This design comes from an exercise in tuning for small area on the open sky130 flow, not from production work. Function was checked by simulation only, so behaviour that the tests miss may differ from the original. Power figures rest on the tool's default switching activity, not on a simulated workload.

// cnn_pool_top
module cnn_pool_top (
    input  logic                 clk,
    input  logic                 reset_n,
    input  logic                 i_valid,
    output logic                 o_ready,
    input  logic [CI*PIX_BW-1:0] i_pixel,
    input  cnn_ctrl_pkg::pool_op_e             i_pool_op,
    output logic                 o_valid,
    output logic [CI*PIX_BW-1:0] o_pool,
    output logic                 o_last,
    input  logic                 i_ready
);
Size: about 820 cells after synthesis, about 200 flip-flops.
==> flow/config.mk <==
export PLATFORM = sky130hd
export DESIGN_NAME = cnn_pool_top
export DESIGN_NICKNAME = cnn_pool_top
export VERILOG_FILES = /design/flow/design.v
export SDC_FILE = /design/flow/constraint.sdc
export NUM_CORES = 4
export LEC_CHECK = 0
export ABC_AREA = 1
export CAP_MARGIN = 0
export CORE_MARGIN = 2
export CORE_UTILIZATION = 75
export SLEW_MARGIN = 0
export SYNTH_HIERARCHICAL = 1
==> flow/constraint.sdc <==
create_clock -name core_clock -period 10.0 [get_ports {clk}]
set_input_delay 2.0000 -clock core_clock [delete_from_list [all_inputs] [get_ports {clk}]]
set_output_delay 2.0000 -clock core_clock [all_outputs]
set_load 0.01 [all_outputs]
standard.sh (not shown) runs the stock make flow with config.mk's settings and CLKGATE_MAP_FILE= SYNTH_SCRIPT=/design/flow/synth_recipe.tcl, a recipe that flattens the netlist after the stock synthesis.
==> flow/flow/run.sh <==
#!/bin/bash
# The standard layout (the standard.sh, unchanged ORFS steps) with
# settings that only reduce cell area:
#  - Yosys's synth skips its quick ABC pass (-noabc), so the adders reach
#    extract_fa as written and map to full adders without inverters between
#    them; the final ABC run maps the logic for area alone
#    (flow/abc_area.script: no buffering or upsizing in ABC; OpenROAD
#    repairs slew, load and timing later);
#  - the port buffers are the smallest buffer, buf_1, not clkdlybuf4s50_1;
#  - CTS uses small clock buffers and no dummy loads.
# Each tool's output goes to a log file of its own in this folder.
set -euo pipefail
W=$PWD

rm -rf "$W/scripts_area"
cp -r "$FLOW_HOME/scripts" "$W/scripts_area"
cp "$W/flow/abc_area.script" "$W/scripts_area/abc_area.script"
# ABC keeps a22o_2 over the smaller a22o_1 of the same function; synthesis
# leaves it out (OpenROAD may still use it later)
sed -i '1i set ::env(DONT_USE_CELLS) "$::env(DONT_USE_CELLS) sky130_fd_sc_hd__a22o_2"' "$W/scripts_area/synth_preamble.tcl"
sed -i 's/^if { !\$::env(SYNTH_HIERARCHICAL) } {$/if { 1 } {/' "$W/scripts_area/synth.tcl"
grep -q '^if { 1 } {$' "$W/scripts_area/synth.tcl"
export SCRIPTS_DIR="$W/scripts_area"

export SYNTH_ARGS="-noabc"
export SYNTH_KEEP_MODULES="ring_sel"
export BUFFER_PORTS_ARGS="-buffer_cell sky130_fd_sc_hd__buf_1"
export CTS_ARGS="-sink_clustering_enable -repair_clock_nets -sink_clustering_size 20 -sink_clustering_max_diameter 60 -buf_list {sky130_fd_sc_hd__clkbuf_2 sky130_fd_sc_hd__clkbuf_4 sky130_fd_sc_hd__clkbuf_8} -dont_use_dummy_load"

bash standard.sh synth > "$W/synth.log" 2>&1
bash standard.sh > "$W/layout.log" 2>&1
==> flow/flow/abc_area.script <==
strash
dc2
dch -f
map -a
topo
Rerun with:
--- a/flow/flow/run.sh
+++ b/flow/flow/run.sh
@@ -26,5 +26,5 @@
 export SYNTH_KEEP_MODULES="ring_sel"
 export BUFFER_PORTS_ARGS="-buffer_cell sky130_fd_sc_hd__buf_1"
-export CTS_ARGS="-sink_clustering_enable -repair_clock_nets -sink_clustering_size 20 -sink_clustering_max_diameter 60 -buf_list {sky130_fd_sc_hd__clkbuf_2 sky130_fd_sc_hd__clkbuf_4 sky130_fd_sc_hd__clkbuf_8} -dont_use_dummy_load"
+export CTS_ARGS="-sink_clustering_enable -repair_clock_nets -sink_clustering_size 18 -sink_clustering_max_diameter 70 -buf_list {sky130_fd_sc_hd__clkbuf_2 sky130_fd_sc_hd__clkbuf_4 sky130_fd_sc_hd__clkbuf_8} -dont_use_dummy_load"
 
 bash standard.sh synth > "$W/synth.log" 2>&1
--- a/flow/config.mk
+++ b/flow/config.mk
@@ -9,5 +9,5 @@
 export CAP_MARGIN = 0
 export CORE_MARGIN = 2
-export CORE_UTILIZATION = 75
+export CORE_UTILIZATION = 80
 export SLEW_MARGIN = 0
 export SYNTH_HIERARCHICAL = 1
=> Clock skew climbs by 0.034 ns; synthesized cell count is unchanged; worst setup slack gets worse by 0.095 ns; clock-buffer cell count climbs by 1; power climbs by about 0.8%; worst hold slack gets worse by 0.049 ns; critical path depth climbs by 1; cell count drops by 0.48%; via count climbs by 2.1%; non-clock buffer count climbs by 1; cell area is unchanged.
Rerun with:
--- a/flow/flow/run.sh
+++ b/flow/flow/run.sh
@@ -26,5 +26,5 @@
 export SYNTH_KEEP_MODULES="ring_sel"
 export BUFFER_PORTS_ARGS="-buffer_cell sky130_fd_sc_hd__buf_1"
-export CTS_ARGS="-sink_clustering_enable -repair_clock_nets -sink_clustering_size 18 -sink_clustering_max_diameter 70 -buf_list {sky130_fd_sc_hd__clkbuf_2 sky130_fd_sc_hd__clkbuf_4 sky130_fd_sc_hd__clkbuf_8} -dont_use_dummy_load"
+export CTS_ARGS="-sink_clustering_enable -repair_clock_nets -sink_clustering_size 20 -sink_clustering_max_diameter 60 -buf_list {sky130_fd_sc_hd__clkbuf_2 sky130_fd_sc_hd__clkbuf_4 sky130_fd_sc_hd__clkbuf_8} -dont_use_dummy_load"
 
 bash standard.sh synth > "$W/synth.log" 2>&1
After rerunning: The changed run ran to the end with no violations. Cell count stays flat. Cell area stays flat. Non-clock buffer count stays the same. Die area is unchanged.

==> port drivers added, routing unchanged <==
The results above use ideal ports. As a check the final layouts listed here were re-extracted and re-timed, cells and wires unchanged.
Step 1 sets driving cells, clkbuf_16 on the clock port and buf_2 on the other inputs (assumed; they add their load-dependent delay and slew).
Step 2 adds t to the input delays and takes it off the output delays; t is the mean of the earliest and latest rising clock arrival at the registers after step 1. Input paths then give back, and output paths get back, about the clock's delay inside the block.
Slacks: ideal / step 1 / step 2; pairs: ideal / step 1.
run	shift t [ns]	setup WS [ns]	worst data-port slew with drivers (ns)	pins driven straight from the clock port
the first run	0.514	0.469 / 0.484 / -0.031	0.04	1
the second run	0.489	0.375 / 0.391 / -0.097	0.04	1
the third run	0.510	0.377 / 0.392 / -0.119	0.04	1
With both steps, setup timing fails in every run listed, where it was met with ideal ports. The setup slack of the first run, which loses most, moves by +0.015 ns with the drivers and by -0.500 ns with both steps.
